What follows belongs to an exercise in optimizing a design on an open flow for small area; a production flow would make more cautious choices. In this exercise RTL edits were held to simulation tests only and were not proved equivalent to the original. No activity file was given, so power comes from the tool's default toggle rates.

==> flow/design.v <==
package signal_meter_pkg;
    localparam window_cycles = 16384;
endpackage
`timescale 1ns/10ps
module signal_meter_top (
    input  logic        clk,
    input  logic        rst_n,
    input  logic        measure_en,
    input  logic        sample_valid,
    input  logic [7:0]  sample_data,
    output logic [15:0] freq_out,
    output logic [15:0] amplitude_out,
    output logic [15:0] duty_out,
    output logic        freq_is_khz,
    output logic        results_updated
);
    logic [13:0] win;
    logic        tick, wzero, wfb;
    assign wzero = (win[12:0] == 13'd0);
    assign tick  = measure_en & wzero & win[13];
    assign wfb   = win[13] ^ win[11] ^ win[1] ^ win[0] ^ wzero;
    always_ff @(posedge clk or negedge rst_n) begin
        if (!rst_n)           win <= '0;
        else if (!measure_en) win <= '0;
        else                  win <= {win[12:0], wfb};
    end
    logic hi, vh, xing, prev_low;
    assign hi    = sample_data[7];
    assign vh    = sample_valid & hi;
    assign xing = vh & prev_low;
    always_ff @(posedge clk or negedge rst_n) begin
        if (!rst_n)            prev_low <= 1'b0;
        else if (!measure_en)  prev_low <= 1'b0;
        else if (sample_valid) prev_low <= ~hi;
    end
    logic [13:0] c_cnt, c_nx;
    logic [14:0] t_cnt, t_nx, h_cnt, h_nx;
    assign c_nx = c_cnt + 14'(xing);
    assign t_nx = t_cnt + 15'(sample_valid);
    assign h_nx = h_cnt + 15'(vh);
    always_ff @(posedge clk or negedge rst_n) begin
        if (!rst_n)                  c_cnt <= '0;
        else if (!measure_en || tick) c_cnt <= '0;
        else                         c_cnt <= c_nx;
    end
    logic keep_hi, drop_hi;
    always_ff @(posedge clk or negedge rst_n) begin
        if (!rst_n) begin
            t_cnt <= '0; h_cnt <= '0;
        end else begin
            if (!measure_en || tick) begin
                t_cnt[6:0] <= '0; h_cnt[4:0] <= '0;
            end else begin
                t_cnt[6:0] <= t_nx[6:0]; h_cnt[4:0] <= h_nx[4:0];
            end
            if (drop_hi || (!measure_en && !keep_hi)) begin
                t_cnt[14:7] <= '0; h_cnt[14:5] <= '0;
            end else begin
                t_cnt[14:7] <= t_nx[14:7]; h_cnt[14:5] <= h_nx[14:5];
            end
        end
    end
    logic [7:0] mx, nmn, mx_nx, mn_nx, nsd;
    assign nsd   = ~sample_data;
    assign mx_nx = (sample_valid && sample_data > mx) ? sample_data : mx;
    assign mn_nx = (sample_valid && nsd > nmn) ? sample_data : ~nmn;
    always_ff @(posedge clk or negedge rst_n) begin
        if (!rst_n) begin
            mx <= 8'd0; nmn <= 8'd0;
        end else if (!measure_en || tick) begin
            mx <= 8'd0; nmn <= 8'd0;
        end else begin
            mx <= mx_nx; nmn <= ~mn_nx;
        end
    end
    logic [8:0] adiff;
    logic [7:0] amp_p;
    assign adiff = {1'b0, mx_nx} - {1'b0, mn_nx};
    always_ff @(posedge clk or negedge rst_n) begin
        if (!rst_n)           amp_p <= '0;
        else if (!measure_en) amp_p <= '0;
        else if (tick)        amp_p <= adiff[8] ? 8'd0 : adiff[7:0];
    end
    logic [6:0] st;
    assign keep_hi = (st >= 7'd1) && (st <= 7'd15);
    assign drop_hi = (st == 7'd16);
    always_ff @(posedge clk or negedge rst_n) begin
        if (!rst_n)         st <= '0;
        else if (tick)      st <= 7'd1;
        else if (st != 0)   st <= st + 1'b1;
    end
    logic [14:0] hr;
    logic [4:0]  hlo;
    logic [7:0]  ir, r2;
    logic [6:0]  rr;
    logic [8:0]  rsub;
    logic [23:0] acc, acc_nx, a1;
    logic [1:0]  cy, cin;
    logic [3:0]  s2;
    logic        dv, i_le1, qb, p1, p2, ins;
    logic [13:0] z;
    logic        khz_p;
    logic [10:0] kmul;
    logic [11:0] zsum;
    logic        fmul, fsh;
    assign ir    = t_cnt[14:7];
    assign hr    = {h_cnt[14:5], hlo};
    assign i_le1 = (ir[7:1] == 7'd0);
    assign r2    = {rr, 1'b0};
    assign rsub  = {1'b0, r2} - {1'b0, ir};
    assign qb    = i_le1 | ~rsub[8];
    assign p1    = (st >= 7'd1)  && (st <= 7'd16);
    assign p2    = (st >= 7'd17) && (st <= 7'd40);
    assign fmul  = (st >= 7'd41) && (st <= 7'd54);
    assign fsh   = khz_p && (st >= 7'd55) && (st <= 7'd70);
    assign a1    = {acc[22:0], 1'b0} + (qb ? {9'd0, hr} : 24'd0);
    assign cin   = (st == 7'd17) ? {2{acc[6:2] < acc[4:0]}} : cy;
    assign s2    = {3'd0, acc[0]} - {3'd0, acc[5]} + {3'd0, acc[7]} + {{2{cin[1]}}, cin};
    assign ins   = (st >= 7'd30) & s2[0];
    assign kmul  = khz_p ? 11'd655 : 11'd10;
    assign zsum  = {1'b0, acc[12:2]} + (z[0] ? {1'b0, kmul} : 12'd0);
    always_comb begin
        acc_nx = acc;
        if (p1)        acc_nx = a1;
        else if (p2)   acc_nx = {ins, acc[23:1]};
        else if (fmul) acc_nx[12:2] = zsum[11:1];
        else if (fsh)  acc_nx[12:2] = {1'b0, acc[12:3]};
        if (tick)      acc_nx[7:0] = '0;
    end
    always_ff @(posedge clk) begin
        if (tick) begin
            hlo <= h_nx[4:0];
            rr  <= 7'd1;
        end else if (p1) begin
            rr  <= rsub[8] ? r2[6:0] : rsub[6:0];
        end
        acc[23:4] <= acc_nx[23:4];
        acc[1:0]  <= acc_nx[1:0];
        cy <= s2[2:1];
    end
    always_ff @(posedge clk or negedge rst_n) begin
        if (!rst_n) acc[3:2] <= '0;
        else        acc[3:2] <= acc_nx[3:2];
    end
    always_ff @(posedge clk or negedge rst_n) begin
        if (!rst_n) begin
            z <= '0; khz_p <= 1'b0;
        end else if (tick) begin
            z     <= c_nx;
            khz_p <= (c_nx > 14'd6553);
        end else if (fmul) begin
            z <= {zsum[0], z[13:1]};
        end else if (fsh) begin
            z <= {acc[2], z[13:1]};
        end
    end
    always_ff @(posedge clk or negedge rst_n) begin
        if (!rst_n)    dv <= 1'b0;
        else if (tick) dv <= (t_nx != 15'd0);
    end
    logic [7:0]  amp_o;
    logic [10:0] duty_o;
    always_ff @(posedge clk or negedge rst_n) begin
        if (!rst_n) begin
            freq_out        <= '0;
            freq_is_khz     <= 1'b0;
            amp_o           <= '0;
            duty_o          <= '0;
        end else begin
            if (tick) begin
                freq_out    <= {acc[3:2], z};
                freq_is_khz <= khz_p;
                amp_o       <= amp_p;
                if (dv) duty_o <= acc[23:13];
            end
        end
    end
    assign results_updated = (st == 7'd1);
    assign amplitude_out = {8'd0, amp_o};
    assign duty_out      = {5'd0, duty_o};
endmodule
clock: 10.0 ns
lec_check: 0
cap_margin: 20
core_margin: 2
core_utilization: 40
cts_buf_list: sky130_fd_sc_hd__clkbuf_8
slew_margin: 20
standard.sh (not shown) runs the stock make flow with config.mk's settings and CLKGATE_MAP_FILE= SYNTH_SCRIPT=/design/flow/synth_recipe.tcl, a recipe that flattens the netlist after the stock synthesis.
==> flow/flow/run.sh <==
#!/bin/bash
# Own layout flow: the standard synthesis, then its combinational gates are
# re-mapped for area with Yosys/ABC (registers untouched: same instances, names
# and cells), proven equivalent, then the standard layout steps with the
# port buffers made of the smallest plain buffer cell.
# Each tool's output goes to a log_*.txt file in the work folder.
set -euo pipefail
W=$(pwd)
R=$W/orfs/results/$FLOW_PLATFORM/signal_meter_top/base
YOSYS=$FLOW_HOME/../tools/install/yosys/bin/yosys
[ -x "$YOSYS" ] || YOSYS=yosys
LIB=$FLOW_HOME/platforms/$FLOW_PLATFORM/lib/sky130_fd_sc_hd__tt_025C_1v80.lib
DU=$(sed 's/^/-dont_use /' $W/flow/dont_use.txt | tr '\n' ' ')

# ports get the smallest plain buffer instead of a delay cell
export BUFFER_PORTS_ARGS="-buffer_cell sky130_fd_sc_hd__buf_1"

bash standard.sh synth > $W/log_synth.txt 2>&1
cp $R/1_2_yosys.v $W/std_1_2_yosys.v

subst() {
  sed -e "s#@LIB@#$LIB#g" -e "s#@IN@#$W/std_1_2_yosys.v#g" -e "s#@OUT@#$W/reopt.v#g" \
      -e "s#@WORK@#$W#g" -e "s#@DU@#$DU#g" "$1" > "$2"
}
subst $W/flow/reopt.ys $W/reopt_run.ys
subst $W/flow/eqcheck.ys $W/eqcheck_run.ys

use_reopt=0
if $YOSYS -q -l $W/log_reopt.txt $W/reopt_run.ys > /dev/null 2>&1; then
  # the registers must be exactly the standard synthesis's
  regs() { grep -E '^\s*sky130_fd_sc_hd__(df|edf|sdf|sedf|dl)' "$1" | awk '{print $1, $2}' | sort; }
  if [ "$(regs $W/std_1_2_yosys.v)" == "$(regs $W/reopt.v)" ] && ! grep -qE '^\s*\\\$' $W/reopt.v; then
    if $YOSYS -q -l $W/log_eqcheck.txt $W/eqcheck_run.ys > /dev/null 2>&1; then
      use_reopt=1
    fi
  fi
fi
echo "use_reopt=$use_reopt" | tee $W/log_choice.txt

if [ $use_reopt = 1 ]; then
  cp $W/reopt.v $R/1_2_yosys.v
  rm -f $R/1_synth.odb $R/1_synth.sdc
fi
bash standard.sh > $W/log_layout.txt 2>&1
Other scripts of this flow, unchanged in this note and not shown: flow/flow/area.abc, flow/flow/dont_use.txt, flow/flow/eqcheck.ys, flow/flow/reopt.ys
Next try:
--- a/flow/design.v
+++ b/flow/design.v
@@ -79,16 +79,16 @@
     always_ff @(posedge clk or negedge rst_n) begin
         if (!rst_n)           amp_p <= '0;
         else if (!measure_en) amp_p <= '0;
         else if (tick)        amp_p <= adiff[8] ? 8'd0 : adiff[7:0];
     end
-    logic [6:0] st;
-    assign keep_hi = (st >= 7'd1) && (st <= 7'd15);
-    assign drop_hi = (st == 7'd16);
+    logic [5:0] st;
+    assign keep_hi = (st >= 6'd1) && (st <= 6'd15);
+    assign drop_hi = (st == 6'd16);
     always_ff @(posedge clk or negedge rst_n) begin
         if (!rst_n)         st <= '0;
-        else if (tick)      st <= 7'd1;
+        else if (tick)      st <= 6'd1;
         else if (st != 0)   st <= st + 1'b1;
     end
     logic [14:0] hr;
     logic [4:0]  hlo;
     logic [7:0]  ir, r2;
@@ -100,33 +100,31 @@
     logic        dv, i_le1, qb, p1, p2, ins;
     logic [13:0] z;
     logic        khz_p;
     logic [10:0] kmul;
     logic [11:0] zsum;
-    logic        fmul, fsh;
+    logic        fmul;
     assign ir    = t_cnt[14:7];
     assign hr    = {h_cnt[14:5], hlo};
     assign i_le1 = (ir[7:1] == 7'd0);
     assign r2    = {rr, 1'b0};
     assign rsub  = {1'b0, r2} - {1'b0, ir};
     assign qb    = i_le1 | ~rsub[8];
-    assign p1    = (st >= 7'd1)  && (st <= 7'd16);
-    assign p2    = (st >= 7'd17) && (st <= 7'd40);
-    assign fmul  = (st >= 7'd41) && (st <= 7'd54);
-    assign fsh   = khz_p && (st >= 7'd55) && (st <= 7'd70);
+    assign p1    = (st >= 6'd1)  && (st <= 6'd16);
+    assign p2    = (st >= 6'd17) && (st <= 6'd40);
+    assign fmul  = (st >= 6'd41) && (st <= 6'd54);
     assign a1    = {acc[22:0], 1'b0} + (qb ? {9'd0, hr} : 24'd0);
-    assign cin   = (st == 7'd17) ? {2{acc[6:2] < acc[4:0]}} : cy;
+    assign cin   = (st == 6'd17) ? {2{acc[6:2] < acc[4:0]}} : cy;
     assign s2    = {3'd0, acc[0]} - {3'd0, acc[5]} + {3'd0, acc[7]} + {{2{cin[1]}}, cin};
-    assign ins   = (st >= 7'd30) & s2[0];
+    assign ins   = (st >= 6'd30) & s2[0];
     assign kmul  = khz_p ? 11'd655 : 11'd10;
     assign zsum  = {1'b0, acc[12:2]} + (z[0] ? {1'b0, kmul} : 12'd0);
     always_comb begin
         acc_nx = acc;
         if (p1)        acc_nx = a1;
         else if (p2)   acc_nx = {ins, acc[23:1]};
         else if (fmul) acc_nx[12:2] = zsum[11:1];
-        else if (fsh)  acc_nx[12:2] = {1'b0, acc[12:3]};
         if (tick)      acc_nx[7:0] = '0;
     end
     always_ff @(posedge clk) begin
         if (tick) begin
             hlo <= h_nx[4:0];
@@ -148,12 +146,10 @@
         end else if (tick) begin
             z     <= c_nx;
             khz_p <= (c_nx > 14'd6553);
         end else if (fmul) begin
             z <= {zsum[0], z[13:1]};
-        end else if (fsh) begin
-            z <= {acc[2], z[13:1]};
         end
     end
     always_ff @(posedge clk or negedge rst_n) begin
         if (!rst_n)    dv <= 1'b0;
         else if (tick) dv <= (t_nx != 15'd0);
@@ -166,16 +162,16 @@
             freq_is_khz     <= 1'b0;
             amp_o           <= '0;
             duty_o          <= '0;
         end else begin
             if (tick) begin
-                freq_out    <= {acc[3:2], z};
+                freq_out    <= khz_p ? {9'd0, acc[10:4]} : {acc[3:2], z};
                 freq_is_khz <= khz_p;
                 amp_o       <= amp_p;
                 if (dv) duty_o <= acc[23:13];
             end
         end
     end
-    assign results_updated = (st == 7'd1);
+    assign results_updated = (st == 6'd1);
     assign amplitude_out = {8'd0, amp_o};
     assign duty_out      = {5'd0, duty_o};
 endmodule
The new run finished clean.
Cell area stays flat.
Cell count went down by 0.45%.
Total power hardly moves.
Synthesized cell count fell by about 1.1%.
Core utilization rises by 0.13 points.

[port drivers added, routing unchanged]
The flow's constraints put no driver on any port. The routed layouts listed below were extracted and timed again, unchanged, in two steps. Step 1 assumes that a clkbuf_16 drives the clock port and a buf_2 every other input. Step 2 times the ports against the registers' clock, not the clock port: input delays grow and output delays shrink by t, the midpoint of the rising clock arrivals with the driver on. Three values: ideal, step 1, step 2; two values: the first two.
run | shift t [ns] | setup WS [ns] | worst hold slack (ns) | worst register clock-pin slew, ns | worst data-port slew with drivers (ns)
the first run | 0.503 | 3.414 / 3.414 / 3.271 | 0.481 / 0.481 / 0.481 | 0.11 / 0.11 | 0.03
the second run | 0.501 | 2.196 / 2.196 / 2.196 | 0.484 / 0.484 / 0.484 | 0.11 / 0.11 | 0.03
After both steps every run listed still meets setup and hold. For the first run, which loses most, drivers alone change the setup slack by 0.000 ns; drivers and shift together by -0.143 ns.
